Source: an optimization exercise on an open RTL-to-GDS flow (aim: small area, a short achievable clock period and few clock cycles per item). Production flows keep margins and buffers that such runs may drop. The RTL was checked by simulation tests, not by an equivalence proof against the original design.

$ cat design/flow/design.v
package sbh_pkg;
	typedef enum logic [1:0] {
		E_IDLE = 2'd0,
		E_RUN  = 2'd1,
		E_FOLD = 2'd2
	} est_t;
	localparam logic [7:0] PAD_BYTE = 8'h80;
	function automatic logic [31:0] init_h(input logic [2:0] i);
		case (i)
			3'd0: init_h = 32'h6a09e667;
			3'd1: init_h = 32'hbb67ae85;
			3'd2: init_h = 32'h3c6ef372;
			3'd3: init_h = 32'ha54ff53a;
			3'd4: init_h = 32'h510e527f;
			3'd5: init_h = 32'h9b05688c;
			3'd6: init_h = 32'h1f83d9ab;
			default: init_h = 32'h5be0cd19;
		endcase
	endfunction
	function automatic logic [31:0] round_k(input logic [5:0] i);
		case (i)
			6'd0: round_k = 32'h428a2f98;
			6'd1: round_k = 32'h71374491;
			6'd2: round_k = 32'hb5c0fbcf;
			6'd3: round_k = 32'he9b5dba5;
			6'd4: round_k = 32'h3956c25b;
			6'd5: round_k = 32'h59f111f1;
			6'd6: round_k = 32'h923f82a4;
			6'd7: round_k = 32'hab1c5ed5;
			6'd8: round_k = 32'hd807aa98;
			6'd9: round_k = 32'h12835b01;
			6'd10: round_k = 32'h243185be;
			6'd11: round_k = 32'h550c7dc3;
			6'd12: round_k = 32'h72be5d74;
			6'd13: round_k = 32'h80deb1fe;
			6'd14: round_k = 32'h9bdc06a7;
			6'd15: round_k = 32'hc19bf174;
			6'd16: round_k = 32'he49b69c1;
			6'd17: round_k = 32'hefbe4786;
			6'd18: round_k = 32'h0fc19dc6;
			6'd19: round_k = 32'h240ca1cc;
			6'd20: round_k = 32'h2de92c6f;
			6'd21: round_k = 32'h4a7484aa;
			6'd22: round_k = 32'h5cb0a9dc;
			6'd23: round_k = 32'h76f988da;
			6'd24: round_k = 32'h983e5152;
			6'd25: round_k = 32'ha831c66d;
			6'd26: round_k = 32'hb00327c8;
			6'd27: round_k = 32'hbf597fc7;
			6'd28: round_k = 32'hc6e00bf3;
			6'd29: round_k = 32'hd5a79147;
			6'd30: round_k = 32'h06ca6351;
			6'd31: round_k = 32'h14292967;
			6'd32: round_k = 32'h27b70a85;
			6'd33: round_k = 32'h2e1b2138;
			6'd34: round_k = 32'h4d2c6dfc;
			6'd35: round_k = 32'h53380d13;
			6'd36: round_k = 32'h650a7354;
			6'd37: round_k = 32'h766a0abb;
			6'd38: round_k = 32'h81c2c92e;
			6'd39: round_k = 32'h92722c85;
			6'd40: round_k = 32'ha2bfe8a1;
			6'd41: round_k = 32'ha81a664b;
			6'd42: round_k = 32'hc24b8b70;
			6'd43: round_k = 32'hc76c51a3;
			6'd44: round_k = 32'hd192e819;
			6'd45: round_k = 32'hd6990624;
			6'd46: round_k = 32'hf40e3585;
			6'd47: round_k = 32'h106aa070;
			6'd48: round_k = 32'h19a4c116;
			6'd49: round_k = 32'h1e376c08;
			6'd50: round_k = 32'h2748774c;
			6'd51: round_k = 32'h34b0bcb5;
			6'd52: round_k = 32'h391c0cb3;
			6'd53: round_k = 32'h4ed8aa4a;
			6'd54: round_k = 32'h5b9cca4f;
			6'd55: round_k = 32'h682e6ff3;
			6'd56: round_k = 32'h748f82ee;
			6'd57: round_k = 32'h78a5636f;
			6'd58: round_k = 32'h84c87814;
			6'd59: round_k = 32'h8cc70208;
			6'd60: round_k = 32'h90befffa;
			6'd61: round_k = 32'ha4506ceb;
			6'd62: round_k = 32'hbef9a3f7;
			default: round_k = 32'hc67178f2;
		endcase
	endfunction
	function automatic logic [31:0] ror32(input logic [31:0] x, input int unsigned n);
		ror32 = (x >> n) | (x << (32 - n));
	endfunction
	function automatic logic [31:0] sig0(input logic [31:0] x);
		sig0 = ror32(x, 7) ^ ror32(x, 18) ^ (x >> 3);
	endfunction
	function automatic logic [31:0] sig1(input logic [31:0] x);
		sig1 = ror32(x, 17) ^ ror32(x, 19) ^ (x >> 10);
	endfunction
	function automatic logic [31:0] big0(input logic [31:0] x);
		big0 = ror32(x, 2) ^ ror32(x, 13) ^ ror32(x, 22);
	endfunction
	function automatic logic [31:0] big1(input logic [31:0] x);
		big1 = ror32(x, 6) ^ ror32(x, 11) ^ ror32(x, 25);
	endfunction
endpackage
import sbh_pkg::*;
module sbh_ctrl (
	input  logic       clk,
	input  logic       arst_n,
	input  logic       in_valid,
	output logic       in_ready,
	input  logic       byte_valid,
	input  logic       last_byte,
	output logic       out_valid,
	input  logic       out_ready,
	output logic [2:0] word_index,
	output logic       last_word,
	output logic       ir_load,      
	output logic       stg_shift,    
	output logic [1:0] byte_sel,     
	output logic [2:0] len_byte,     
	output logic       len_inc,
	output logic       len_clr,
	output logic       load,         
	output logic       load_iv,      
	output logic       round,        
	output logic       stall,        
	output logic       ring_en,      
	output logic       fold_act,     
	output logic       fold_iv,      
	output logic [1:0] fold_k,       
	output logic [5:0] kidx,         
	output logic       ld_or_st,     
	output logic       dout_ld,      
	output logic       dout_nx,      
	output logic [2:0] dout_idx      
);
	logic       ir_v, ir_bv, ir_last;
	logic [5:0] sfill;
	logic       sfull, spad, spad_first, sfinal, stg_first, stg_last;
	sbh_pkg::est_t est;
	logic [5:0] cnt;                  
	logic       cur_first, cur_last, ring_rot;
	logic [1:0] p2;
	logic [3:0] scnt;
	logic       ov_q, lw_q;
	logic [2:0] idx_q;
	logic       in_ready_q, shift_q, lsel_q, inc_q, clr_q, load_q, ldiv_q;
	logic       round_q, stall_q, ring_q, fact_q, fiv_q, acc_q, padsh_q, ls_q;
	logic [1:0] bsel_q, fk_q;
	assign in_ready   = in_ready_q;
	assign out_valid  = ov_q;
	assign word_index = idx_q;
	assign last_word  = lw_q;
	assign ir_load    = in_valid && in_ready_q;
	assign stg_shift = shift_q;
	assign byte_sel  = bsel_q;
	assign len_byte  = sfill[2:0];
	assign len_inc   = inc_q;
	assign len_clr   = clr_q;
	assign load      = load_q;
	assign load_iv   = ldiv_q;
	assign round     = round_q;
	assign stall     = stall_q;
	assign ring_en   = ring_q;
	assign fold_act  = fact_q;
	assign fold_iv   = fiv_q;
	assign fold_k    = fk_q;
	assign kidx      = cnt_d;
	assign ld_or_st  = ls_q;
	assign dout_ld   = fold_last;
	assign dout_nx   = ov_q && out_ready;
	assign dout_idx  = idx_q + 3'd1;
	logic       ir_v_d, ir_bv_d, ir_last_d;
	logic [5:0] sfill_d;
	logic       sfull_d, spad_d, spad_first_d, sfinal_d, stg_first_d, stg_last_d;
	sbh_pkg::est_t est_d;
	logic [5:0] cnt_d;
	logic       cur_first_d, cur_last_d, ring_rot_d;
	logic [1:0] p2_d;
	logic [3:0] scnt_d;
	logic       ov_d;
	logic [2:0] idx_d;
	logic       pad_final, blk_done, fold_last;
	assign pad_final = padsh_q && !spad_first && sfinal && (sfill == 6'd63);
	assign blk_done  = shift_q && (sfill == 6'd63);
	assign fold_last = (est == E_FOLD) && cur_last;
	always_comb begin
		ir_v_d    = (ir_v && !acc_q) || ir_load;
		ir_bv_d   = ir_load ? byte_valid : ir_bv;
		ir_last_d = ir_load ? last_byte  : ir_last;
		sfill_d      = shift_q ? sfill + 6'd1 : sfill;
		sfull_d      = sfull;
		if (load_q)   sfull_d = 1'b0;
		if (blk_done) sfull_d = 1'b1;
		spad_d       = spad;
		spad_first_d = spad_first;
		sfinal_d     = sfinal;
		if (acc_q && ir_last) begin
			spad_d       = 1'b1;
			spad_first_d = 1'b1;
		end
		if (padsh_q) begin
			spad_first_d = 1'b0;
			if (spad_first)
				sfinal_d = (sfill < 6'd56) || (sfill == 6'd63);
			else if (sfill == 6'd63)
				sfinal_d = !sfinal;
		end
		if (pad_final) spad_d = 1'b0;
		stg_last_d  = blk_done ? pad_final : stg_last;
		stg_first_d = load_q ? stg_last : stg_first;
		est_d       = est;
		cnt_d       = cnt;
		cur_first_d = cur_first;
		cur_last_d  = cur_last;
		ring_rot_d  = ring_rot;
		p2_d        = p2;
		scnt_d      = stall_q ? scnt + 4'd1 : scnt;
		if (round_q) begin
			if (cnt == 6'd0) est_d = E_FOLD;
			else             cnt_d = cnt + 6'd1;
		end
		if (est == E_FOLD) begin
			ring_rot_d = !cur_last;
			p2_d       = '0;
			est_d      = E_IDLE;
		end
		if (est == E_IDLE && ring_rot) p2_d = p2 + 2'd1;
		if (load_q) begin
			est_d       = E_RUN;
			cnt_d       = 6'd1;
			cur_first_d = stg_first;
			cur_last_d  = stg_last;
		end
		ov_d  = ov_q;
		idx_d = idx_q;
		if (fold_last) begin
			ov_d  = 1'b1;
			idx_d = '0;
		end else if (ov_q && out_ready) begin
			idx_d = idx_q + 3'd1;
			if (idx_q == 3'd7) ov_d = 1'b0;
		end
	end
	logic acc_n, padsh_n, stall_n, round_n, fold_n;
	logic [1:0] bsel_n, fk_n;
	always_comb begin
		acc_n   = ir_v_d && !sfull_d && !spad_d;
		padsh_n = spad_d && !sfull_d;
		if (!spad_d)
			bsel_n = 2'd0;
		else if (spad_first_d)
			bsel_n = 2'd1;
		else if (sfinal_d && sfill_d[5:3] == 3'd7)
			bsel_n = 2'd3;
		else
			bsel_n = 2'd2;
		stall_n = (est_d == E_RUN) && (cnt_d == 6'd62) && cur_first_d && (ov_d || scnt_d != 4'd0);
		round_n = (est_d == E_RUN) && !stall_n;
		fold_n  = (round_n && (cnt_d == 6'd62 || cnt_d == 6'd63 || cnt_d == 6'd0)) || (est_d == E_FOLD);
		case (cnt_d)
			6'd62:   fk_n = 2'd3;
			6'd63:   fk_n = 2'd2;
			default: fk_n = (est_d == E_FOLD) ? 2'd0 : 2'd1;
		endcase
	end
	always_ff @(posedge clk or negedge arst_n) begin
		if (!arst_n) begin
			ir_v       <= 1'b0;
			ir_bv      <= 1'b0;
			ir_last    <= 1'b0;
			sfill      <= '0;
			sfull      <= 1'b0;
			spad       <= 1'b0;
			spad_first <= 1'b0;
			sfinal     <= 1'b0;
			stg_first  <= 1'b1;
			stg_last   <= 1'b0;
			est        <= E_IDLE;
			cnt        <= '0;
			cur_first  <= 1'b0;
			cur_last   <= 1'b0;
			ring_rot   <= 1'b0;
			p2         <= '0;
			scnt       <= '0;
			ov_q       <= 1'b0;
			lw_q       <= 1'b0;
			idx_q      <= '0;
			ls_q       <= 1'b0;
			in_ready_q <= 1'b1;
			acc_q      <= 1'b0;
			padsh_q    <= 1'b0;
			shift_q    <= 1'b0;
			bsel_q     <= '0;
			inc_q      <= 1'b0;
			clr_q      <= 1'b0;
			load_q     <= 1'b0;
			ldiv_q     <= 1'b0;
			round_q    <= 1'b0;
			stall_q    <= 1'b0;
			ring_q     <= 1'b0;
			fact_q     <= 1'b0;
			fiv_q      <= 1'b0;
			fk_q       <= '0;
		end else begin
			ir_v       <= ir_v_d;
			ir_bv      <= ir_bv_d;
			ir_last    <= ir_last_d;
			sfill      <= sfill_d;
			sfull      <= sfull_d;
			spad       <= spad_d;
			spad_first <= spad_first_d;
			sfinal     <= sfinal_d;
			stg_first  <= stg_first_d;
			stg_last   <= stg_last_d;
			est        <= est_d;
			cnt        <= cnt_d;
			cur_first  <= cur_first_d;
			cur_last   <= cur_last_d;
			ring_rot   <= ring_rot_d;
			p2         <= p2_d;
			scnt       <= scnt_d;
			ov_q       <= ov_d;
			lw_q       <= (idx_d == 3'd7);
			idx_q      <= idx_d;
			ls_q       <= stall_n || (sfull_d && ((est_d == E_FOLD) || (est_d == E_IDLE && (!ring_rot_d || p2_d == 2'd3))));
			in_ready_q <= !ir_v_d || (!sfull_d && !spad_d);
			acc_q      <= acc_n;
			padsh_q    <= padsh_n;
			shift_q    <= (acc_n && ir_bv_d) || padsh_n;
			bsel_q     <= bsel_n;
			inc_q      <= acc_n && ir_bv_d;
			clr_q      <= padsh_n && !spad_first_d && sfinal_d && (sfill_d == 6'd63);
			load_q     <= sfull_d && ((est_d == E_FOLD) || (est_d == E_IDLE && (!ring_rot_d || p2_d == 2'd3)));
			ldiv_q     <= stg_first_d;
			round_q    <= round_n;
			stall_q    <= stall_n;
			ring_q     <= fold_n || (est_d == E_IDLE && ring_rot_d);
			fact_q     <= fold_n;
			fiv_q      <= fold_n && cur_first_d;
			fk_q       <= fk_n;
		end
	end
endmodule
import sbh_pkg::*;
module sbh_dp (
	input  logic        clk,
	input  logic        arst_n,
	input  logic [7:0]  data_byte,
	input  logic        ir_load,
	input  logic        stg_shift,
	input  logic [1:0]  byte_sel,
	input  logic [2:0]  len_byte,
	input  logic        len_inc,
	input  logic        len_clr,
	input  logic        load,
	input  logic        load_iv,
	input  logic        round,
	input  logic        stall,
	input  logic        ring_en,
	input  logic        fold_act,
	input  logic        fold_iv,
	input  logic [1:0]  fold_k,
	input  logic [5:0]  kidx,
	input  logic        ld_or_st,
	input  logic        dout_ld,
	input  logic        dout_nx,
	input  logic [2:0]  dout_idx,
	output logic [31:0] digest_word
);
	logic [7:0]   ir_byte;
	logic [511:0] stg;             
	logic [511:0] win;             
	logic [60:0]  len;             
	logic [31:0]  p;               
	logic [31:0]  kq;              
	logic [31:0]  wa, wb, wc, wd, we, wf, wg, wh;
	logic [31:0]  la [4];          
	logic [31:0]  le [4];          
	logic [7:0]  byte_in;
	logic [63:0] bit_len;
	assign bit_len = {len, 3'b000};
	always_comb begin
		case (byte_sel)
			2'd0:    byte_in = ir_byte;
			2'd1:    byte_in = PAD_BYTE;
			2'd3:    byte_in = bit_len[{3'd7 - len_byte, 3'b000} +: 8];
			default: byte_in = 8'h00;
		endcase
	end
	always_ff @(posedge clk) begin
		if (ir_load) ir_byte <= data_byte;
		if (stg_shift) stg <= {stg[503:0], byte_in};
	end
	always_ff @(posedge clk or negedge arst_n) begin
		if (!arst_n) begin
			len <= '0;
		end else if (len_clr) begin
			len <= '0;
		end else if (len_inc) begin
			len <= len + 61'd1;
		end
	end
	logic [31:0] x0, x1, x9, x14, w_new, w_in;
	assign x0    = win[511:480];
	assign x1    = win[479:448];
	assign x9    = win[223:192];
	assign x14   = win[63:32];
	assign w_new = x0 + sbh_pkg::sig0(x1) + x9 + sbh_pkg::sig1(x14);
	assign w_in  = stall ? x0 : w_new;
	always_ff @(posedge clk) begin
		if (load) win <= stg;
		else      win <= {win[479:0], w_in};
	end
	logic [31:0] add_a, add_e, opa, ope, ba, be;
	assign opa = fold_act ? wa : 32'd0;
	assign ope = fold_act ? we : 32'd0;
	assign ba  = fold_iv ? sbh_pkg::init_h({1'b0, fold_k}) : la[3];
	assign be  = fold_iv ? sbh_pkg::init_h({1'b1, fold_k}) : le[3];
	assign add_a = ba + opa;
	assign add_e = be + ope;
	always_ff @(posedge clk) begin
		if (ring_en) begin
			la[0] <= add_a;
			la[1] <= la[0];
			la[2] <= la[1];
			la[3] <= la[2];
			le[0] <= add_e;
			le[1] <= le[0];
			le[2] <= le[1];
			le[3] <= le[2];
		end
	end
	logic [31:0] dout;
	always_ff @(posedge clk) begin
		if (dout_ld)
			dout <= add_a;
		else if (dout_nx)
			dout <= dout_idx[2] ? le[dout_idx[1:0]] : la[dout_idx[1:0]];
	end
	assign digest_word = dout;
	logic [31:0] s1, ch, s0, mj, a_new, e_new;
	assign s1    = sbh_pkg::big1(we);
	assign ch    = (we & wf) ^ (~we & wg);
	assign s0    = sbh_pkg::big0(wa);
	assign mj    = (wa & wb) ^ (wa & wc) ^ (wb & wc);
	logic [31:0] t1s, t1c, es, ec, as1, ac1, as2, ac2;
	assign t1s   = p ^ s1 ^ ch;
	assign t1c   = {(p[30:0] & s1[30:0]) | (p[30:0] & ch[30:0]) | (s1[30:0] & ch[30:0]), 1'b0};
	assign es    = t1s ^ t1c ^ wd;
	assign ec    = {(t1s[30:0] & t1c[30:0]) | (t1s[30:0] & wd[30:0]) | (t1c[30:0] & wd[30:0]), 1'b0};
	assign e_new = es + ec;
	assign as1   = t1s ^ t1c ^ s0;
	assign ac1   = {(t1s[30:0] & t1c[30:0]) | (t1s[30:0] & s0[30:0]) | (t1c[30:0] & s0[30:0]), 1'b0};
	assign as2   = as1 ^ ac1 ^ mj;
	assign ac2   = {(as1[30:0] & ac1[30:0]) | (as1[30:0] & mj[30:0]) | (ac1[30:0] & mj[30:0]), 1'b0};
	assign a_new = as2 + ac2;
	logic [31:0] ld_a, ld_b, ld_c, ld_d, ld_e, ld_f, ld_g, ld_h;
	assign ld_a = load_iv ? sbh_pkg::init_h(3'd0) : add_a;
	assign ld_b = load_iv ? sbh_pkg::init_h(3'd1) : la[0];
	assign ld_c = load_iv ? sbh_pkg::init_h(3'd2) : la[1];
	assign ld_d = load_iv ? sbh_pkg::init_h(3'd3) : la[2];
	assign ld_e = load_iv ? sbh_pkg::init_h(3'd4) : add_e;
	assign ld_f = load_iv ? sbh_pkg::init_h(3'd5) : le[0];
	assign ld_g = load_iv ? sbh_pkg::init_h(3'd6) : le[1];
	assign ld_h = load_iv ? sbh_pkg::init_h(3'd7) : le[2];
	logic [31:0] a_alt, e_alt;
	assign a_alt = stall ? wh : ld_a;
	assign e_alt = stall ? wd : ld_e;
	always_ff @(posedge clk) begin
		if (load) begin wb <= ld_b; wc <= ld_c; wd <= ld_d;
			wf <= ld_f; wg <= ld_g; wh <= ld_h;
		end else begin
			wb <= wa; wc <= wb; wd <= wc;
			wf <= we; wg <= wf; wh <= wg;
		end
		wa <= ld_or_st ? a_alt : a_new;
		we <= ld_or_st ? e_alt : e_new;
	end
	logic [31:0] pa, pc;
	assign pa = load ? ld_h : wg;
	assign pc = load ? stg[511:480] : x1;
	always_ff @(posedge clk) begin
		kq <= sbh_pkg::round_k(kidx);
		if (load || round) p <= pa + kq + pc;
	end
endmodule
import sbh_pkg::*;
module sha256_byte_stream_hasher_unit (
	input  logic        clk,
	input  logic        arst_n,
	input  logic        in_valid,
	output logic        in_ready,
	input  logic [7:0]  data_byte,
	input  logic        byte_valid,
	input  logic        last_byte,
	output logic        out_valid,
	input  logic        out_ready,
	output logic [31:0] digest_word,
	output logic [2:0]  word_index,
	output logic        last_word
);
	logic       ir_load, stg_shift, len_inc, len_clr, load, load_iv, round, stall;
	logic       ring_en, fold_act, fold_iv, ld_or_st, dout_ld, dout_nx;
	logic [2:0] dout_idx;
	logic [1:0] byte_sel, fold_k;
	logic [2:0] len_byte;
	logic [5:0] kidx;
	sbh_ctrl u_ctrl (
		.clk        (clk),
		.arst_n     (arst_n),
		.in_valid   (in_valid),
		.in_ready   (in_ready),
		.byte_valid (byte_valid),
		.last_byte  (last_byte),
		.out_valid  (out_valid),
		.out_ready  (out_ready),
		.word_index (word_index),
		.last_word  (last_word),
		.ir_load    (ir_load),
		.stg_shift  (stg_shift),
		.byte_sel   (byte_sel),
		.len_byte   (len_byte),
		.len_inc    (len_inc),
		.len_clr    (len_clr),
		.load       (load),
		.load_iv    (load_iv),
		.round      (round),
		.stall      (stall),
		.ring_en    (ring_en),
		.fold_act   (fold_act),
		.fold_iv    (fold_iv),
		.fold_k     (fold_k),
		.kidx       (kidx),
		.ld_or_st   (ld_or_st),
		.dout_ld    (dout_ld),
		.dout_nx    (dout_nx),
		.dout_idx   (dout_idx)
	);
	sbh_dp u_dp (
		.clk         (clk),
		.arst_n      (arst_n),
		.data_byte   (data_byte),
		.ir_load     (ir_load),
		.stg_shift   (stg_shift),
		.byte_sel    (byte_sel),
		.len_byte    (len_byte),
		.len_inc     (len_inc),
		.len_clr     (len_clr),
		.load        (load),
		.load_iv     (load_iv),
		.round       (round),
		.stall       (stall),
		.ring_en     (ring_en),
		.fold_act    (fold_act),
		.fold_iv     (fold_iv),
		.fold_k      (fold_k),
		.kidx        (kidx),
		.ld_or_st    (ld_or_st),
		.dout_ld     (dout_ld),
		.dout_nx     (dout_nx),
		.dout_idx    (dout_idx),
		.digest_word (digest_word)
	);
endmodule
$ cat design/flow/flow/run.sh
#!/bin/bash
# Standard layout (the standard.sh, unchanged synthesis), with timing repair aiming
# for extra setup slack beyond the 11 ns constraint.
set -uo pipefail
bash standard.sh SETUP_SLACK_MARGIN=7 finish > standard.log 2>&1
$ cat design/flow/standard.sh
#!/bin/bash
# synth_recipe.tcl (not shown) runs the flow's synth.tcl, then flattens the netlist and writes it again
# the make line also repeats each setting of config.mk as NAME=value (left out here)
make -C /OpenROAD-flow-scripts/flow DESIGN_CONFIG=/design/flow/config.mk WORK_HOME=/design/flow/orfs CLKGATE_MAP_FILE= SYNTH_SCRIPT=/design/flow/synth_recipe.tcl "${@:-finish}"
$ cat design/flow/config.mk
export PLATFORM = sky130hd
export DESIGN_NAME = sha256_byte_stream_hasher_unit
export DESIGN_NICKNAME = sha256_byte_stream_hasher_unit
export VERILOG_FILES = /design/flow/design.v
export SDC_FILE = /design/flow/constraint.sdc
export NUM_CORES = 4
export LEC_CHECK = 0
export CAP_MARGIN = 20
export CORE_MARGIN = 2
export CORE_UTILIZATION = 55
export SETUP_SLACK_MARGIN = 5
export SLEW_MARGIN = 20
$ cat design/flow/constraint.sdc
create_clock -name core_clock -period 11.0 [get_ports {clk}]
set_input_delay 2.2000 -clock core_clock [delete_from_list [all_inputs] [get_ports {clk}]]
set_output_delay 2.2000 -clock core_clock [all_outputs]
set_load 0.01 [all_outputs]
==> impl_metrics.env, run 1 <==
export IMPL_grt_max_degree=175
export IMPL_yosysMostFrequentCell="edfxtp_1"
export IMPL_insertion_delay_ps=830
export IMPL_max_slew_margin=0.195
export IMPL_crit_arrival_ps=5720
export IMPL_status="finished clean"
export IMPL_fillerInstances=10938
export IMPL_worstPathRequired_ps=11660
export IMPL_drt_iter0_drc=6762
export IMPL_syn_area_per_cell_um2=12.2
export IMPL_hold_buffers=0
export IMPL_criticalPathCategory="reg -> reg"
export IMPL_routed_via_density=6.18
export IMPL_skew_ps=39.8
export IMPL_period_needed_ps=5050
export IMPL_synth_top_family_by_area="compound AO/OA/AOI/OAI gates"
export IMPL_seq_area_frac_synth=0.552
export IMPL_reg2reg_depth=22
export IMPL_die_area_mm2=0.149
export IMPL_antenna_left=0
export IMPL_row_count=139
export IMPL_crit_path_frequent_cell="fa_1"
export IMPL_grt_pass1_vias=52943
export IMPL_placed_cells=8226
export IMPL_grtUsageTotal=0.339
export IMPL_async_reset_ff_frac=0.0661
export IMPL_cts_htree_levels=4
export IMPL_ys_ff_latch=1756
export IMPL_cts_buffers=178
export IMPL_fp_dieH_um=385
export IMPL_yosys_area_share_simple=0.0582
export IMPL_fin_util=0.653
export IMPL_maxCapViolations=0
export IMPL_yosysUniqueCellTypes=115
export IMPL_synth_top_area_frac=0.315
export IMPL_clkSinkCount=1756
export IMPL_fmax_ghz=0.198
export IMPL_startpoint_type="flop"
export IMPL_synth_adder_area_share=0.0928
export IMPL_die_w_um=385
export IMPL_clockBufferDepth=3
export IMPL_synth_mux_area_frac=0.0861
export IMPL_crit_fanout=3
export IMPL_synthToLayoutAreaGrowth_pct=17.5
export IMPL_antenna_found_initial=22
export IMPL_setup_viol=0
export IMPL_fin_crit_sh=0.459
export IMPL_hold_end="u_dp.stg[78]"
export IMPL_drv_slew=0
export IMPL_place_gp_congestion=1.01
export IMPL_synth_compound_area_frac=0.113
export IMPL_core_area_mm2=0.144
export IMPL_gr_total_overflow=0
export IMPL_yosysWarnings=4
export IMPL_wl_per_cell_um=29.0
export IMPL_vias=54461
export IMPL_synth_area_leader_cell="edfxtp_1"
export IMPL_drc=0
export IMPL_drtPass1Iterations=19
export IMPL_clk_pin_slew_ps=70
export IMPL_wl_um=256000
export IMPL_crit_chain="xnor2_4, xnor2_2, fa_1, inv_2, fa_1, fa_1, inv_1, ha_2, inv_2, fa_2, nor2b_1, o21a_1, o21ai_4, a211oi_4, buf_6, o31a_1, a31o_4, a21oi_2, o21bai_2, a221oi_2, xnor2_1, a21oi_1"
export IMPL_tritoncts="built"
export IMPL_r2r_setup_slack_ps=5950
export IMPL_syn_area_mm2=0.0800
export IMPL_nets=7198
export IMPL_setup_slack_ps=5950
export IMPL_io_pins=52
export IMPL_worstReg2RegStart="u_dp.we[12]"
export IMPL_r2r_end="u_dp.wa[31]"
export IMPL_worst_path_max_delay_cell="fa_1"
export IMPL_setup_tns_ps=0
export IMPL_end_kind="flop"
export IMPL_place_hpwl_um=170000
export IMPL_synth_area_leaders="edfxtp_1 32%, dfxtp_1 20%, mux2_2 7.1%, fa_1 5.5%, xnor2_1 3.7%"
export IMPL_grt_setup_unrepaired="true"
export IMPL_hold_path_class="reg -> reg"
export IMPL_root_buffer="clkbuf_16"
export IMPL_max_stage_delay_ps=530
export IMPL_tightest_slew_ps=1190
export IMPL_synthFlopType="edfxtp_1"
export IMPL_final_hold_violation_count=0
export IMPL_port_buffers=51
export IMPL_place_ws_ps=4910
export IMPL_fin_cells=8810
export IMPL_start_util=0.556
export IMPL_min_path_cells=0
export IMPL_synthTopCellsByCount="840 x edfxtp_1, 800 x dfxtp_1, 591 x inv_1"
export IMPL_hold_start="u_dp.stg[70]"
export IMPL_synth_edff_count=840
export IMPL_drive_gt1_frac=0.245
export IMPL_postSynthNetCount=6998
export IMPL_synth_xor_xnor_area_share=0.0531
export IMPL_synthCells=6546
export IMPL_grt_pass1_wl_um=366000
## cell usage in the layout, fill, tap and decap left out, types with 36 or more instances in the layout
master,Yosys,final
edfxtp_1,840,840
clkdlybuf4s50_1,0,44
nor2_1,312,292
o22a_1,80,77
xnor2_2,1,67
o21ai_0,257,204
o21ai_1,32,41
ha_4,0,36
clkbuf_16,0,182
clkbuf_1,290,57
dfxtp_1,800,716
o211ai_1,41,41
fa_1,219,209
dfxtp_2,0,37
a222oi_1,62,62
dfxtp_4,0,47
a21oi_1,331,269
a21o_1,79,79
nand2_1,294,280
a22o_1,44,43
xor2_1,146,135
mux2_2,501,489
nor3_1,46,42
a21oi_2,7,56
buf_6,1,58
inv_1,591,565
o21a_1,50,47
ha_1,219,159
and2_1,66,65
xnor2_1,337,268
buf_4,1,211
nand3_1,59,56
dfrtp_1,114,104
mux4_2,40,40
## cell families (layout without fill, tap and decap cells)
group                    Yosys count  count (layout)
flip-flops                      1756            1756
AO/OA/AOI/OAI                   1332            1332
AND/OR/NAND/NOR                  985             987
buffers and inverters            945            1300
multiplexers                     576             576
XOR/XNOR                         484             484
adder cells (fa/ha/maj)          468             468
other                              0               4
## worst max-delay path, delay by kind of cell, from the launching register on
family / cells / cell delay, ps
flops: 1 / 380
simple gates: 1 / 60
fa+ha+maj: 5 / 1900
buf+inv: 4 / 300
compound gates: 9 / 1810
xor+xnor: 3 / 470
## layout make-up
cell class              count  area, um2  share of cell area
repair inverters            1       8.76           0.0000932
clock buffers             260       5050              0.0537
multi-input cells        3847      35000               0.372
diodes                      4       10.0            0.000106
flip-flops and latches   1756      44400               0.472
clock inverters            77        997              0.0106
inverters                 598       2270              0.0242
well taps                1903       2380              0.0253
repair buffers            364       3870              0.0412
## how the worst max path moves through the flow
stage / from / end / cells past startpoint
floorplan: u_ctrl.shift_q / u_ctrl.clr_q / 6
global placement: u_ctrl.load_q / u_dp.p[29] / 17
detailed placement: u_ctrl.load_q / u_dp.p[28] / 16
CTS: u_dp.we[12] / u_dp.wa[29] / 21
global route: u_dp.we[12] / u_dp.wa[31] / 22
finish: u_dp.we[12] / u_dp.wa[31] / 22
## state kept, by name, indices dropped and copies added, names as in the netlist, 3 cells and up
| name | count |
|---|---|
| u_dp.kq | 32 |
| u_dp.la | 128 |
| u_dp.p | 32 |
| u_dp.win | 512 |
| u_dp.wc | 32 |
| u_ctrl.idx_q | 3 |
| u_dp.le | 128 |
| u_dp.len | 61 |
| u_ctrl.scnt | 4 |
| u_dp.wh | 32 |
| u_ctrl.cnt | 6 |
| u_dp.wa | 32 |
| u_dp.stg | 512 |
| u_dp.we | 32 |
| u_dp.dout | 32 |
| u_dp.wb | 32 |
| u_ctrl.sfill | 6 |
| u_dp.ir_byte | 8 |
| u_dp.wd | 32 |
| u_dp.wf | 32 |
| u_dp.wg | 32 |
## through the flow
stage                     hold WS, ps  cell area (um2)
after detailed placement          427            82400
final                             418            94000
after global routing              429            94000
after global placement            420            82400
after CTS                         417            92200
after floorplan                   420            80400
## timing repair
action	in CTS	in global routing
endpoints found under the setup margin	213	136
buffers inserted	155	69
gates cloned	18	1
pin swaps	170	165
gates resized for setup	514	249
## per-layer routing
| layer | part of all wire | wire length, um | global-route usage |
|---|---|---|---|
| met1 | 0.42 | 106000 | 0.476 |
| met2 | 0.43 | 109000 | 0.499 |
| met3 | 0.099 | 25300 | 0.0813 |
| met4 | 0.057 | 14700 | 0.158 |
| met5 | 0.00059 | 152 | 0 |
Testbench counts, summed over its fixed seeds: cycles 39,202, bytes 30,063.
==> inputs of run 2 (changes only) <==
--- a/design/flow/design.v
+++ b/design/flow/design.v
@@ -444,15 +444,17 @@
 	assign s0    = sbh_pkg::big0(wa);
 	assign mj    = (wa & wb) ^ (wa & wc) ^ (wb & wc);
-	logic [31:0] t1s, t1c, es, ec, as1, ac1, as2, ac2;
-	assign t1s   = p ^ s1 ^ ch;
-	assign t1c   = {(p[30:0] & s1[30:0]) | (p[30:0] & ch[30:0]) | (s1[30:0] & ch[30:0]), 1'b0};
-	assign es    = t1s ^ t1c ^ wd;
-	assign ec    = {(t1s[30:0] & t1c[30:0]) | (t1s[30:0] & wd[30:0]) | (t1c[30:0] & wd[30:0]), 1'b0};
-	assign e_new = es + ec;
-	assign as1   = t1s ^ t1c ^ s0;
-	assign ac1   = {(t1s[30:0] & t1c[30:0]) | (t1s[30:0] & s0[30:0]) | (t1c[30:0] & s0[30:0]), 1'b0};
-	assign as2   = as1 ^ ac1 ^ mj;
-	assign ac2   = {(as1[30:0] & ac1[30:0]) | (as1[30:0] & mj[30:0]) | (ac1[30:0] & mj[30:0]), 1'b0};
-	assign a_new = as2 + ac2;
+	logic [31:0] as1, ac1, as2, ac2, as3, ac3, es1, ec1, es2, ec2;
+	assign as1   = p ^ ch ^ mj;
+	assign ac1   = {(p[30:0] & ch[30:0]) | (p[30:0] & mj[30:0]) | (ch[30:0] & mj[30:0]), 1'b0};
+	assign as2   = as1 ^ ac1 ^ s1;
+	assign ac2   = {(as1[30:0] & ac1[30:0]) | (as1[30:0] & s1[30:0]) | (ac1[30:0] & s1[30:0]), 1'b0};
+	assign as3   = as2 ^ ac2 ^ s0;
+	assign ac3   = {(as2[30:0] & ac2[30:0]) | (as2[30:0] & s0[30:0]) | (ac2[30:0] & s0[30:0]), 1'b0};
+	assign a_new = as3 + ac3;
+	assign es1   = p ^ ch ^ wd;
+	assign ec1   = {(p[30:0] & ch[30:0]) | (p[30:0] & wd[30:0]) | (ch[30:0] & wd[30:0]), 1'b0};
+	assign es2   = es1 ^ ec1 ^ s1;
+	assign ec2   = {(es1[30:0] & ec1[30:0]) | (es1[30:0] & s1[30:0]) | (ec1[30:0] & s1[30:0]), 1'b0};
+	assign e_new = es2 + ec2;
 	logic [31:0] ld_a, ld_b, ld_c, ld_d, ld_e, ld_f, ld_g, ld_h;
 	assign ld_a = load_iv ? sbh_pkg::init_h(3'd0) : add_a;
--- a/design/flow/config.mk
+++ b/design/flow/config.mk
@@ -9,4 +9,7 @@
 export CORE_MARGIN = 2
 export CORE_UTILIZATION = 55
+export CTS_BUF_LIST = sky130_fd_sc_hd__clkbuf_8
+export CTS_CLUSTER_DIAMETER = 80
+export CTS_CLUSTER_SIZE = 12
 export SETUP_SLACK_MARGIN = 5
 export SLEW_MARGIN = 20
==> run 2 against run 1 <==
Critical path depth shrank 3. Global-route usage fell by 0.81 points. Count of clock-buffer cells in the layout fell by 90. Largest cell class unchanged. Fmax is 7.0% higher. Final cell count is 0.48% higher. Wire length is 0.99% lower. Highest routed layer unchanged. Clock skew grew 23 ps. Worst setup slack better by 330 ps. Sequential share of layout area up 1.6 points. Core utilization decreased by 2.9 points.
==> impl_metrics.env, run 2 <==
export IMPL_status="finished clean"
export IMPL_synthToLayoutAreaGrowth_pct=12.5
export IMPL_drc=0
export IMPL_multi_input_area_mm2=0.0355
export IMPL_die_w_um=387
export IMPL_synthTopCellsByCount="840 x edfxtp_1, 800 x dfxtp_1, 602 x inv_1"
export IMPL_hold_buffers=0
export IMPL_top_layer_used="met5"
export IMPL_ys_ff_latch=1756
export IMPL_reg2reg_depth=19
export IMPL_grtUsageTotal=0.331
export IMPL_drv_slew=0
export IMPL_placed_cells=8325
export IMPL_grt_pass1_vias=52687
export IMPL_synth_area_leaders="edfxtp_1 31%, dfxtp_1 20%, mux2_2 7.0%, fa_1 6.2%, xnor2_1 3.6%"
export IMPL_r2r_end="u_dp.wa[31]"
export IMPL_fmax_ghz=0.212
export IMPL_fp_dieH_um=387
export IMPL_fin_crit_sh=0.429
export IMPL_skew_ps=63.0
export IMPL_crit_arrival_ps=5510
export IMPL_register_area_mm2=0.0444
export IMPL_clockBufferDepth=3
export IMPL_worst_path_max_delay_cell="fa_1"
export IMPL_syn_area_mm2=0.0808
export IMPL_routed_via_density=6.12
export IMPL_hold_path_class="reg -> reg"
export IMPL_vias=54206
export IMPL_worstReg2RegStart="u_dp.wa[1]"
export IMPL_tritoncts="built"
export IMPL_end_kind="flop"
export IMPL_clk_pin_slew_ps=80
export IMPL_reg_top3="u_dp.stg (512), u_dp.win (512)"
export IMPL_place_hpwl_um=173000
export IMPL_startpoint_type="flop"
export IMPL_async_reset_ff_frac=0.0661
export IMPL_met2_length_um=111000
export IMPL_grt_max_degree=144
export IMPL_wl_um=253000
export IMPL_worstPathRequired_ps=11790
export IMPL_row_count=140
export IMPL_tightest_slew_ps=1070
export IMPL_final_cell_mix="840 x edfxtp_1, 701 x dfxtp_1, 697 x inv_1"
export IMPL_synthFlopType="edfxtp_1"
export IMPL_synth_area_leader_cell="edfxtp_1"
export IMPL_postSynthNetCount=7120
export IMPL_hold_start="u_dp.stg[79]"
export IMPL_drt_iter0_drc=6235
export IMPL_synthCells=6637
export IMPL_wl_per_cell_um=28.6
export IMPL_place_area_mm2=0.0834
export IMPL_yosysWarnings=4
export IMPL_insertion_delay_ps=950
export IMPL_cts_buffers=168
export IMPL_hold_end="u_dp.stg[87]"
export IMPL_seq_area_frac_synth=0.546
export IMPL_synth_edff_count=840
export IMPL_clkSinkCount=1756
export IMPL_synth_top_area_frac=0.312
export IMPL_crit_fanout=3
export IMPL_fin_cells=8852
export IMPL_final_common_cell="edfxtp_1"
export IMPL_drive_gt1_frac=0.219
export IMPL_setup_viol=0
export IMPL_fin_area_mm2=0.0910
export IMPL_route_met3_wl_um=23200
export IMPL_grt_setup_unrepaired="true"
export IMPL_criticalPathCategory="reg -> reg"
export IMPL_antenna_found_initial=13
export IMPL_gr_total_overflow=0
export IMPL_syn_area_per_cell_um2=12.2
export IMPL_antenna_left=0
export IMPL_final_hold_violation_count=0
export IMPL_fin_util=0.624
export IMPL_die_area_mm2=0.150
export IMPL_setup_tns_ps=0
export IMPL_nets=7273
export IMPL_cts_htree_levels=4
export IMPL_crit_chain="maj3_2, fa_1, inv_1, fa_1, inv_2, fa_1, ha_2, inv_2, fa_2, nand2b_4, a21oi_4, o311a_4, a21oi_4, o31ai_4, a221oi_4, o211ai_1, a31oi_2, xnor2_1, a21oi_1"
export IMPL_r2r_setup_slack_ps=6280
export IMPL_yosysUniqueCellTypes=97
export IMPL_port_buffers=51
export IMPL_fillerInstances=11579
export IMPL_m1WireLength_um=105000
export IMPL_crit_path_frequent_cell="fa_1"
export IMPL_yosysMostFrequentCell="edfxtp_1"
export IMPL_io_pins=52
export IMPL_grt_pass1_wl_um=364000
export IMPL_root_buffer="clkbuf_8"
export IMPL_max_slew_margin=0.290
export IMPL_place_gp_congestion=1.04
export IMPL_drtPass1Iterations=9
export IMPL_start_util=0.555
export IMPL_core_area_mm2=0.146
export IMPL_maxCapViolations=0
export IMPL_max_stage_delay_ps=510
export IMPL_min_path_cells=0
export IMPL_period_needed_ps=4720
==> run 2: cell families after synthesis <==
logic type | after synthesis | synth area share
DFF | 1756 | 0.546
xor gates and xnor gates | 490 | 0.0533
muxes | 578 | 0.0852
adders and majority gates | 499 | 0.0995
AOI/OAI and AO/OA | 1333 | 0.112
and+or+nand+nor | 1026 | 0.0591
buffers and inverters | 955 | 0.0444
==> run 2: per-stage QoR <==
step / setup slack (ps) / hold slack (ps)
final: 6280 / 418
after global routing: 6140 / 439
after CTS: 6290 / 420
after detailed placement: 5080 / 427
after global placement: 5130 / 421
after floorplan: 6090 / 420
==> run 2: worst max path at each step <==
stage	from	end	slack (ps)	depth (start not counted)
floorplan	u_ctrl.shift_q	u_ctrl.clr_q	6090	6
global placement	u_ctrl.load_q	u_dp.p[28]	5130	16
detailed placement	u_ctrl.load_q	u_dp.p[28]	5080	16
CTS	u_dp.wa[21]	u_dp.wa[31]	6290	16
global route	u_dp.wa[1]	u_dp.wa[31]	6140	19
finish	u_dp.wa[1]	u_dp.wa[31]	6280	19
==> run 2: final cells by class <==
| type | count | share of cell area |
|---|---|---|
| antenna | 7 | 0.000193 |
| clock buffer | 170 | 0.0257 |
| clock inverter | 138 | 0.00776 |
| inverter | 604 | 0.0251 |
| multi-input combinational | 3928 | 0.390 |
| sequential | 1756 | 0.488 |
| tap | 1917 | 0.0264 |
| timing repair buffer | 329 | 0.0360 |
| timing repair inverter | 3 | 0.000248 |
==> run 2: critical path: cells and delay by family, from the launching register on <==
kind            cells  cell delay (ps)
fa+ha+maj           6             2300
compound gates      8             1430
flops               1              360
xor+xnor            1              190
simple gates        1              160
buf+inv             3              140
==> run 2: what timing repair did <==
| item | CTS | global route |
|---|---|---|
| cloned | 16 | 2 |
| gates resized for setup | 464 | 230 |
| endpoints found under the setup margin | 292 | 118 |
| setup buffers | 129 | 65 |
| pin swaps | 137 | 134 |
==> run 2: layer usage <==
layer,up-vias,GRT usage
met3,570,0.0621
met5,-,0
li1,23804,-
met4,2,0.154
met2,2710,0.496
met1,27120,0.468
Testbench counts of run 2, summed over its fixed seeds: cycles 39,202, bytes 30,063.
==> inputs of run 3 (changes only) <==
==> design/flow/flow/run.sh (replaced) <==
#!/bin/bash
# Standard layout (the standard.sh, unchanged synthesis), with timing repair aiming
# for extra setup slack beyond the 11 ns constraint.
set -uo pipefail
bash standard.sh SETUP_SLACK_MARGIN=9 finish > standard.log 2>&1
==> run 3 against run 2 <==
Design area rose by 11%. Synthesized area did not move. Wire length rose by 14%. Register-to-register slack got worse by 70 ps. Worst hold slack improved by 14 ps. Critical path depth fell by 3.
==> impl_metrics.env, run 3 <==
export IMPL_synthCells=6637
export IMPL_synth_mux_area_frac=0.0852
export IMPL_grt_pass1_wl_um=400000
export IMPL_postSynthNetCount=7120
export IMPL_syn_area_per_cell_um2=12.2
export IMPL_grtUsageTotal=0.368
export IMPL_root_buffer="clkbuf_8"
export IMPL_r2r_end="u_dp.wa[30]"
export IMPL_port_buffers=51
export IMPL_worstPathRequired_ps=11810
export IMPL_m1WireLength_um=111000
export IMPL_antenna_found_initial=19
export IMPL_io_pins=52
export IMPL_drive_gt1_frac=0.346
export IMPL_fin_hold_ws_ps=431
export IMPL_place_gp_congestion=0.991
export IMPL_cts_buffers=169
export IMPL_drt_iter0_drc=6854
export IMPL_synthFlopType="edfxtp_1"
export IMPL_die_w_um=387
export IMPL_synth_compound_area_frac=0.112
export IMPL_skew_ps=51.6
export IMPL_max_slew_margin=0.231
export IMPL_synth_area_leader_cell="edfxtp_1"
export IMPL_crit_fanout=6
export IMPL_clockBufferDepth=3
export IMPL_place_hpwl_um=174000
export IMPL_ys_ff_latch=1756
export IMPL_final_common_cell="edfxtp_1"
export IMPL_register_area_mm2=0.0444
export IMPL_maxCapViolations=0
export IMPL_route_met3_wl_um=32700
export IMPL_tightest_slew_ps=1150
export IMPL_worstReg2RegStart="u_dp.wa[16]"
export IMPL_reg_top3="u_dp.stg (512), u_dp.win (512)"
export IMPL_start_util=0.555
export IMPL_place_ws_ps=5380
export IMPL_routed_via_density=6.32
export IMPL_crit_path_start="u_dp.wa[16]"
export IMPL_vias=58904
export IMPL_final_hold_violation_count=0
export IMPL_synth_xor_xnor_area_share=0.0533
export IMPL_wl_um=288000
export IMPL_synth_adder_area_share=0.0995
export IMPL_synth_top_family_by_area="compound AO/OA/AOI/OAI gates"
export IMPL_nets=7736
export IMPL_row_count=140
export IMPL_criticalPathCategory="reg -> reg"
export IMPL_yosys_area_share_simple=0.0591
export IMPL_drv_slew=0
export IMPL_drtPass1Iterations=13
export IMPL_multi_input_area_mm2=0.0394
export IMPL_clk_pin_slew_ps=90
export IMPL_syn_area_mm2=0.0808
export IMPL_core_area_mm2=0.146
export IMPL_synth_top_area_frac=0.312
export IMPL_placed_cells=8326
export IMPL_end_kind="flop"
export IMPL_setup_tns_ps=0
export IMPL_drc=0
export IMPL_fin_crit_sh=0.436
export IMPL_r2r_setup_slack_ps=6200
export IMPL_met2_length_um=123000
export IMPL_cts_htree_levels=4
export IMPL_synth_area_leaders="edfxtp_1 31%, dfxtp_1 20%, mux2_2 7.0%, fa_1 6.2%, xnor2_1 3.6%"
export IMPL_grt_max_degree=167
export IMPL_synthToLayoutAreaGrowth_pct=24.7
export IMPL_crit_arrival_ps=5610
export IMPL_period_needed_ps=4800
export IMPL_fmax_ghz=0.208
export IMPL_antenna_left=0
export IMPL_gr_total_overflow=0
export IMPL_synth_edff_count=840
export IMPL_fp_dieH_um=387
export IMPL_yosysMostFrequentCell="edfxtp_1"
export IMPL_wl_per_cell_um=30.9
export IMPL_setup_viol=0
export IMPL_async_reset_ff_frac=0.0661
export IMPL_grt_setup_unrepaired="true"
export IMPL_reg2reg_depth=16
export IMPL_fillerInstances=10281
export IMPL_hold_path_class="reg -> reg"
export IMPL_yosysUniqueCellTypes=97
export IMPL_startpoint_type="flop"
export IMPL_final_cell_mix="840 x edfxtp_1, 704 x dfxtp_1, 669 x inv_1"
export IMPL_tritoncts="built"
export IMPL_insertion_delay_ps=950
export IMPL_die_area_mm2=0.150
export IMPL_synthTopCellsByCount="840 x edfxtp_1, 800 x dfxtp_1, 602 x inv_1"
export IMPL_fin_cells=9317
export IMPL_status="finished clean"
export IMPL_setup_slack_ps=6200
export IMPL_seq_area_frac_synth=0.546
export IMPL_grt_pass1_vias=56783
export IMPL_top_layer_used="met5"
export IMPL_crit_path_end="u_dp.wa[30]"
export IMPL_clkSinkCount=1756
export IMPL_yosysWarnings=4
==> run 3: changes by cell type in the layout (fill, tap and decap cells not counted), moves of 34 or more <==
cell,previous run,this run
buf_4,208,393
buf_6,37,208
o21ai_0,210,124
a21oi_1,267,185
a21oi_2,26,94
nor2_1,298,237
nand2_1,294,243
xnor2_1,288,237
buf_12,9,53
o21ai_2,28,69
xnor2_2,36,72
dlygate4sd2_1,35,1
==> run 3: logic make-up after synthesis <==
logic type	after synthesis
fa+ha+maj	499
flops	1756
compound gates	1333
buf+inv	955
mux	578
xor+xnor	490
simple gates	1026
==> run 3: cell type report <==
class / count / share of cell area
Clock inverter: 141 / 0.00829
Antenna cell: 6 / 0.000149
Clock buffer: 171 / 0.0233
Timing Repair Buffer: 790 / 0.0901
Inverter: 604 / 0.0228
Tap cell: 1917 / 0.0238
Timing Repair inverter: 1 / 0.0000496
Multi-Input combinational cell: 3931 / 0.391
Sequential cell: 1756 / 0.441
==> run 3: routing by layer <==
layer	global-route usage	vias to the layer above
met5	0	-
met4	0.214	10
met3	0.0897	1105
met2	0.545	3747
met1	0.495	29297
li1	-	24745
==> run 3: timing repair <==
item | in CTS | in global routing
setup endpoints to repair | 1633 | 536
cloned | 50 | 11
buffers inserted | 445 | 167
hold buffers | 0 | 0
gates resized for setup | 1489 | 507
pin swaps | 436 | 353
==> run 3: through the flow <==
stage | area [um2] | util
after floorplan | 81400 | -
after global placement | 83600 | 0.573
after detailed placement | 83600 | 0.573
after CTS | 97100 | 0.666
after global routing | 101000 | 0.692
final | 101000 | 0.692
==> run 3: critical path, cell delays in order, from the launching register on <==
cell and delay [ps]:
dfxtp_2 420, maj3_2 410, fa_1 530, inv_1 50
fa_1 480, inv_1 50, fa_1 520, ha_4 220
a211o_1 350, o22ai_4 190, a2111o_1 270, nand3_4 150
a21oi_4 230, o21ai_2 90, o41ai_2 380, xor2_1 250
o21ai_1 90
==> run 3: how the worst min path moves through the flow <==
| stage | cells past startpoint | to | startpoint |
|---|---|---|---|
| 6_report | 0 | u_dp.stg[171] | u_dp.stg[163] |
| 5_1_grt | 0 | u_dp.stg[171] | u_dp.stg[163] |
| 4_1_cts | 0 | u_dp.stg[80] | u_dp.stg[72] |
| 3_5_place_dp | 0 | u_dp.stg[112] | u_dp.stg[104] |
| 3_3_place_gp | 0 | u_dp.stg[392] | u_dp.stg[384] |
| 2_1_floorplan | 0 | u_dp.stg[100] | u_dp.stg[92] |
==> inputs of run 4 (changes only) <==
--- a/design/flow/design.v
+++ b/design/flow/design.v
@@ -444,16 +444,14 @@
 	assign s0    = sbh_pkg::big0(wa);
 	assign mj    = (wa & wb) ^ (wa & wc) ^ (wb & wc);
-	logic [31:0] as1, ac1, as2, ac2, as3, ac3, es1, ec1, es2, ec2;
-	assign as1   = p ^ ch ^ mj;
-	assign ac1   = {(p[30:0] & ch[30:0]) | (p[30:0] & mj[30:0]) | (ch[30:0] & mj[30:0]), 1'b0};
-	assign as2   = as1 ^ ac1 ^ s1;
-	assign ac2   = {(as1[30:0] & ac1[30:0]) | (as1[30:0] & s1[30:0]) | (ac1[30:0] & s1[30:0]), 1'b0};
-	assign as3   = as2 ^ ac2 ^ s0;
-	assign ac3   = {(as2[30:0] & ac2[30:0]) | (as2[30:0] & s0[30:0]) | (ac2[30:0] & s0[30:0]), 1'b0};
+	logic [31:0] as1, ac1, as2, ac2, as3, ac3, es2, ec2;
+	assign as1   = p ^ ch ^ s1;
+	assign ac1   = {(p[30:0] & ch[30:0]) | (p[30:0] & s1[30:0]) | (ch[30:0] & s1[30:0]), 1'b0};
+	assign as2   = as1 ^ ac1 ^ s0;
+	assign ac2   = {(as1[30:0] & ac1[30:0]) | (as1[30:0] & s0[30:0]) | (ac1[30:0] & s0[30:0]), 1'b0};
+	assign as3   = as2 ^ ac2 ^ mj;
+	assign ac3   = {(as2[30:0] & ac2[30:0]) | (as2[30:0] & mj[30:0]) | (ac2[30:0] & mj[30:0]), 1'b0};
 	assign a_new = as3 + ac3;
-	assign es1   = p ^ ch ^ wd;
-	assign ec1   = {(p[30:0] & ch[30:0]) | (p[30:0] & wd[30:0]) | (ch[30:0] & wd[30:0]), 1'b0};
-	assign es2   = es1 ^ ec1 ^ s1;
-	assign ec2   = {(es1[30:0] & ec1[30:0]) | (es1[30:0] & s1[30:0]) | (ec1[30:0] & s1[30:0]), 1'b0};
+	assign es2   = as1 ^ ac1 ^ wd;
+	assign ec2   = {(as1[30:0] & ac1[30:0]) | (as1[30:0] & wd[30:0]) | (ac1[30:0] & wd[30:0]), 1'b0};
 	assign e_new = es2 + ec2;
 	logic [31:0] ld_a, ld_b, ld_c, ld_d, ld_e, ld_f, ld_g, ld_h;
==> design/flow/flow/run.sh (replaced) <==
#!/bin/bash
# Standard layout (the standard.sh, unchanged synthesis), with timing repair aiming
# for extra setup slack beyond the 11 ns constraint.
set -uo pipefail
bash standard.sh SETUP_SLACK_MARGIN=7 finish > standard.log 2>&1
==> run 4 against run 3 <==
Register-to-register slack lost 320 ps. Core utilization down 6.5 points. Final cell count shrank 5.1%. Worst setup slack got worse by 320 ps. Fmax shrank 6.3%. Sequential share of layout area is 4.6 points higher.
==> impl_metrics.env, run 4 <==
export IMPL_drtPass1Iterations=8
export IMPL_postSynthNetCount=7108
export IMPL_core_area_mm2=0.146
export IMPL_ys_ff_latch=1756
export IMPL_fin_util=0.627
export IMPL_clk_pin_slew_ps=100
export IMPL_synthTopCellsByCount="840 x edfxtp_1, 800 x dfxtp_1, 566 x inv_1"
export IMPL_worstReg2RegStart="u_dp.we[2]"
export IMPL_fp_dieH_um=387
export IMPL_drv_slew=0
export IMPL_synth_top_area_frac=0.313
export IMPL_wl_um=260000
export IMPL_grt_pass1_wl_um=372000
export IMPL_max_slew_margin=0.207
export IMPL_seq_area_frac_synth=0.548
export IMPL_yosys_area_share_simple=0.0617
export IMPL_yosysUniqueCellTypes=105
export IMPL_reg_top3="u_dp.stg (512), u_dp.win (512)"
export IMPL_status="finished clean"
export IMPL_criticalPathCategory="reg -> reg"
export IMPL_cts_buffers=171
export IMPL_period_needed_ps=5120
export IMPL_startpoint_type="flop"
export IMPL_vias=55178
export IMPL_io_pins=52
export IMPL_syn_area_per_cell_um2=12.1
export IMPL_synth_edff_count=840
export IMPL_fin_crit_sh=0.466
export IMPL_start_util=0.553
export IMPL_r2r_setup_slack_ps=5880
export IMPL_wl_per_cell_um=29.4
export IMPL_synthToLayoutAreaGrowth_pct=13.2
export IMPL_end_kind="flop"
export IMPL_skew_ps=75.8
export IMPL_hold_path_class="reg -> reg"
export IMPL_synth_top_family_by_area="compound AO/OA/AOI/OAI gates"
export IMPL_cts_htree_levels=4
export IMPL_drc=0
export IMPL_grtUsageTotal=0.340
export IMPL_crit_arrival_ps=5890
export IMPL_final_cell_mix="840 x edfxtp_1, 718 x dfxtp_1, 661 x inv_1"
export IMPL_worstPathRequired_ps=11770
export IMPL_routed_via_density=6.24
export IMPL_setup_tns_ps=0
export IMPL_clockBufferDepth=3
export IMPL_reg2reg_depth=18
export IMPL_grt_max_degree=183
export IMPL_tightest_slew_ps=1190
export IMPL_tritoncts="built"
export IMPL_synth_mux_area_frac=0.0852
export IMPL_setup_viol=0
export IMPL_insertion_delay_ps=960
export IMPL_maxCapViolations=0
export IMPL_fmax_ghz=0.195
export IMPL_place_gp_congestion=0.986
export IMPL_die_w_um=387
export IMPL_synth_adder_area_share=0.0924
export IMPL_synth_xor_xnor_area_share=0.0509
export IMPL_crit_path_start="u_dp.we[2]"
export IMPL_synth_compound_area_frac=0.118
export IMPL_synthCells=6656
export IMPL_async_reset_ff_frac=0.0661
export IMPL_final_common_cell="edfxtp_1"
export IMPL_synth_area_leaders="edfxtp_1 31%, dfxtp_1 20%, mux2_2 6.9%, fa_1 5.4%, dfrtp_1 3.5%"
export IMPL_antenna_found_initial=17
export IMPL_row_count=140
export IMPL_place_hpwl_um=179000
export IMPL_r2r_end="u_dp.wa[30]"
export IMPL_drt_iter0_drc=7020
export IMPL_synthFlopType="edfxtp_1"
export IMPL_crit_path_end="u_dp.wa[30]"
export IMPL_port_buffers=51
export IMPL_yosysWarnings=4
export IMPL_antenna_left=0
export IMPL_die_area_mm2=0.150
export IMPL_yosysMostFrequentCell="edfxtp_1"
export IMPL_hold_start="u_dp.stg[178]"
export IMPL_nets=7228
export IMPL_grt_pass1_vias=53329
export IMPL_syn_area_mm2=0.0806
export IMPL_crit_fanout=6
export IMPL_clkSinkCount=1756
export IMPL_gr_total_overflow=0
export IMPL_grt_setup_unrepaired="true"
export IMPL_synth_area_leader_cell="edfxtp_1"
export IMPL_root_buffer="clkbuf_8"
export IMPL_drive_gt1_frac=0.225
export IMPL_final_hold_violation_count=0
run 4: worst min path at each step:
stage                                to  depth (start not counted)
after CTS                 u_dp.stg[285]                          0
after global placement     u_dp.stg[73]                          0
after global routing      u_dp.stg[285]                          0
after floorplan           u_dp.stg[100]                          0
after detailed placement   u_dp.stg[42]                          0
final                     u_dp.stg[186]                          0
run 4: worst max-delay path: stages, from the launching register on:
cell and delay [ps]:
dfxtp_4 420, buf_4 160, xnor2_2 270, xnor2_1 150, fa_1 530, inv_1 70, fa_1 480, inv_1 50
fa_1 430, ha_1 400, a21o_1 230, a21oi_2 270, nand2_1 150, a2111oi_4 300, buf_6 190, o311ai_4 90
a31oi_1 240, xor2_1 380, o21ai_1 110
run 4: cell type report:
| cell class | instances | area (um2) |
|---|---|---|
| diodes | 6 | 15.0 |
| clock buffers | 171 | 2350 |
| clock inverters | 148 | 786 |
| fillers | 11471 | 54400 |
| inverters | 573 | 2180 |
| multi-input cells | 3971 | 35800 |
| flip-flops and latches | 1756 | 44400 |
| well taps | 1917 | 2400 |
| repair buffers | 303 | 3260 |
run 4: stage by stage:
step	std cells	setup slack [ps]	instance area [um2]	hold WS (ps)
final	8845	5880	91200	425
after global routing	8842	5920	91200	425
after CTS	8772	5980	89500	420
after detailed placement	8333	4610	83000	427
after global placement	8331	4630	82900	421
after floorplan	6656	6090	81000	420
run 4: cells by family after synthesis:
family / count (synthesis)
flops: 1756
xor+xnor: 467
compound gates: 1404
simple gates: 1049
buf+inv: 930
fa+ha+maj: 470
mux: 580
run 4: routing by layer:
layer	vias up	part of all wire	global-route usage
li1	23953	-	-
met1	27501	0.42	0.490
met2	3024	0.43	0.498
met3	682	0.10	0.0743
met4	18	0.054	0.144
met5	-	0.0010	0.00734
run 4: what timing repair did:
item	CTS	global route
hold buffers	0	0
endpoints found under the setup margin	294	142
cloned	14	2
pin swaps	144	150
buffers inserted	106	65
resized for setup	559	253
Testbench counts of run 4, summed over its fixed seeds: cycles 39,202, bytes 30,063.
==> inputs of run 5 (changes only) <==
==> design/flow/flow/run.sh (replaced) <==
#!/bin/bash
# Standard layout (the standard.sh, unchanged synthesis), with timing repair aiming
# for extra setup slack beyond the 11 ns constraint.
set -uo pipefail
bash standard.sh SETUP_SLACK_MARGIN=6.3 finish > standard.log 2>&1
==> run 5 against run 4 <==
Non-clock buffer count down 118. Critical path type unchanged. Die area is the same. Still clean on timing, DRC and antenna. Worst hold slack worse by 0.90 ps. Flip-flop and latch count unchanged. Critical endpoint is now u_dp.wa[24]. Fmax increased by 5.6%.
==> impl_metrics.env, run 5 <==
export IMPL_status="finished clean"
export IMPL_async_reset_ff_frac=0.0661
export IMPL_wl_um=247000
export IMPL_hold_buffers=0
export IMPL_insertion_delay_ps=920
export IMPL_port_buffers=51
export IMPL_yosysMostFrequentCell="edfxtp_1"
export IMPL_grt_setup_unrepaired="true"
export IMPL_postSynthNetCount=7108
export IMPL_max_stage_delay_ps=560
export IMPL_fin_crit_sh=0.441
export IMPL_drt_iter0_drc=6589
export IMPL_fp_dieH_um=387
export IMPL_syn_area_mm2=0.0806
export IMPL_start_util=0.553
export IMPL_row_count=140
export IMPL_drc=0
export IMPL_crit_arrival_ps=5640
export IMPL_synth_area_leaders="edfxtp_1 31%, dfxtp_1 20%, mux2_2 6.9%, fa_1 5.4%, dfrtp_1 3.5%"
export IMPL_synth_area_leader_cell="edfxtp_1"
export IMPL_grtUsageTotal=0.324
export IMPL_die_w_um=387
export IMPL_yosysWarnings=4
export IMPL_yosysUniqueCellTypes=105
export IMPL_setup_slack_ps=6150
export IMPL_antenna_left=0
export IMPL_place_area_mm2=0.0827
export IMPL_drv_slew=0
export IMPL_setup_viol=0
export IMPL_fillerInstances=11895
export IMPL_place_ws_ps=4650
export IMPL_grt_max_degree=161
export IMPL_synthFlopType="edfxtp_1"
export IMPL_synthCells=6656
export IMPL_crit_fanout=6
export IMPL_die_area_mm2=0.150
export IMPL_fin_cells=8708
export IMPL_tritoncts="built"
export IMPL_core_area_mm2=0.146
export IMPL_final_common_cell="edfxtp_1"
export IMPL_worst_path_max_delay_cell="fa_1"
export IMPL_clockBufferDepth=3
export IMPL_worstPathRequired_ps=11790
export IMPL_clk_pin_slew_ps=90
export IMPL_io_pins=52
export IMPL_gr_total_overflow=0
export IMPL_crit_path_frequent_cell="fa_1"
export IMPL_place_gp_congestion=0.991
export IMPL_syn_area_per_cell_um2=12.1
export IMPL_place_hpwl_um=174000
export IMPL_setup_tns_ps=0
export IMPL_drive_gt1_frac=0.165
export IMPL_placed_cells=8336
export IMPL_routed_via_density=6.15
export IMPL_grt_pass1_vias=51808
export IMPL_reg_top3="u_dp.stg (512), u_dp.win (512)"
export IMPL_criticalPathCategory="reg -> reg"
export IMPL_max_slew_margin=0.179
export IMPL_final_hold_violation_count=0
export IMPL_fin_util=0.601
export IMPL_synth_top_area_frac=0.313
export IMPL_nets=7107
export IMPL_fin_area_mm2=0.0875
export IMPL_cts_buffers=168
export IMPL_root_buffer="clkbuf_8"
export IMPL_crit_chain="xnor2_4, fa_1, inv_2, fa_1, inv_2, fa_1, ha_4, a211oi_4, o21bai_2, a211oi_2, buf_4, o211ai_1, buf_4, a21o_1, a211o_1, a31oi_1, xor2_1, mux2i_1"
export IMPL_clkSinkCount=1756
export IMPL_antenna_found_initial=14
export IMPL_hold_path_class="reg -> reg"
export IMPL_vias=53539
export IMPL_synth_edff_count=840
export IMPL_fmax_ghz=0.206
export IMPL_seq_area_frac_synth=0.548
export IMPL_startpoint_type="flop"
export IMPL_ys_ff_latch=1756
export IMPL_period_needed_ps=4850
export IMPL_maxCapViolations=0
export IMPL_synthTopCellsByCount="840 x edfxtp_1, 800 x dfxtp_1, 566 x inv_1"
export IMPL_end_kind="flop"
export IMPL_cts_htree_levels=4
export IMPL_grt_pass1_wl_um=356000
export IMPL_drtPass1Iterations=8
export IMPL_final_cell_mix="840 x edfxtp_1, 737 x dfxtp_1, 667 x inv_1"
export IMPL_tightest_slew_ps=1230
export IMPL_wl_per_cell_um=28.3
export IMPL_synthToLayoutAreaGrowth_pct=8.62
export IMPL_skew_ps=56.3
export IMPL_fin_hold_ws_ps=424
[run 5: cell counts after synthesis]
Identical to the previous run, type by type.
[run 5: final timing paths]
path | from | endpoint | slack (ps) | cells after the start
max | u_dp.we[27] | u_dp.wa[24] | 6150 | 18
min | u_dp.stg[237] | u_dp.stg[245] | 420 | 0
max reg2reg | u_dp.we[27] | u_dp.wa[24] | 6150 | 18
min reg2reg | u_dp.stg[237] | u_dp.stg[245] | 420 | 0
max in group asynchronous | arst_n | u_ctrl.shift_q | 8230 | 2
min in group asynchronous | arst_n | u_dp.len[26] | 1410 | 1
[run 5: what timing repair did]
| action | 4_1_cts | 5_1_grt |
|---|---|---|
| gates resized for setup | 181 | 98 |
| pin swaps | 38 | 48 |
| setup buffers | 36 | 20 |
| setup endpoints to repair | 95 | 54 |
| cloned | 5 | 2 |
[run 5: final cells by class]
cell class | count | area, um2 | share of cell area
clock buffer | 171 | 2350 | 0.0269
inverter | 573 | 2160 | 0.0247
tap | 1917 | 2400 | 0.0274
clock inverter | 132 | 739 | 0.00845
sequential | 1756 | 44300 | 0.507
timing repair buffer | 185 | 1820 | 0.0208
antenna | 3 | 7.51 | 0.0000858
multi-input combinational | 3971 | 33700 | 0.385
[run 5: kinds of logic (layout without fill, tap and decap cells)]
kind of cell / count (synthesis) / in the layout / share of synthesized area
AOI/OAI and AO/OA: 1404 / 1404 / 0.118
xor gates and xnor gates: 467 / 467 / 0.0509
adders and majority gates: 470 / 470 / 0.0924
buffers and inverters: 930 / 1061 / 0.0441
DFF: 1756 / 1756 / 0.548
muxes: 580 / 580 / 0.0852
other: 0 / 3 / 0
and+or+nand+nor: 1049 / 1050 / 0.0617
[run 5: worst max-delay path, delay by kind of cell, from the launching register on]
kind | cells | cell delay [ps]
buffers and inverters | 4 | 460
multiplexers | 1 | 120
XOR/XNOR | 2 | 450
AO/OA/AOI/OAI | 7 | 1330
adder cells (fa/ha/maj) | 4 | 1830
flip-flops | 1 | 530
[run 5: routing by layer]
metal / global-route usage / part of all wire
met1: 0.478 / 0.44
met2: 0.456 / 0.41
met3: 0.0800 / 0.10
met4: 0.134 / 0.049
met5: 0 / 0.00022

## re-timing with driven ports
In the flow no input, the clock included, has a driving cell. The finished layouts below were timed again as built, in two steps.
Step 1 assumes that a clkbuf_16 drives the clock port and a buf_2 every other input.
Step 2 times the ports against the registers' clock, not the clock port: input delays grow and output delays shrink by t, the midpoint of the rising clock arrivals with the driver on.
a / b / c = ideal / step 1 / step 2; a / b = the first two.
run	shift t [ns]	setup slack, ns	worst setup path at the end
run 1	0.885	5.946 / 5.946 / 5.946	register to register
run 2	0.996	6.277 / 6.277 / 6.277	register to register
run 3	0.996	6.203 / 6.203 / 6.203	register to register
run 4	0.996	5.879 / 5.879 / 5.879	register to register
run 5	0.971	6.151 / 6.151 / 6.151	register to register
After both steps setup and hold are still met in every run listed.
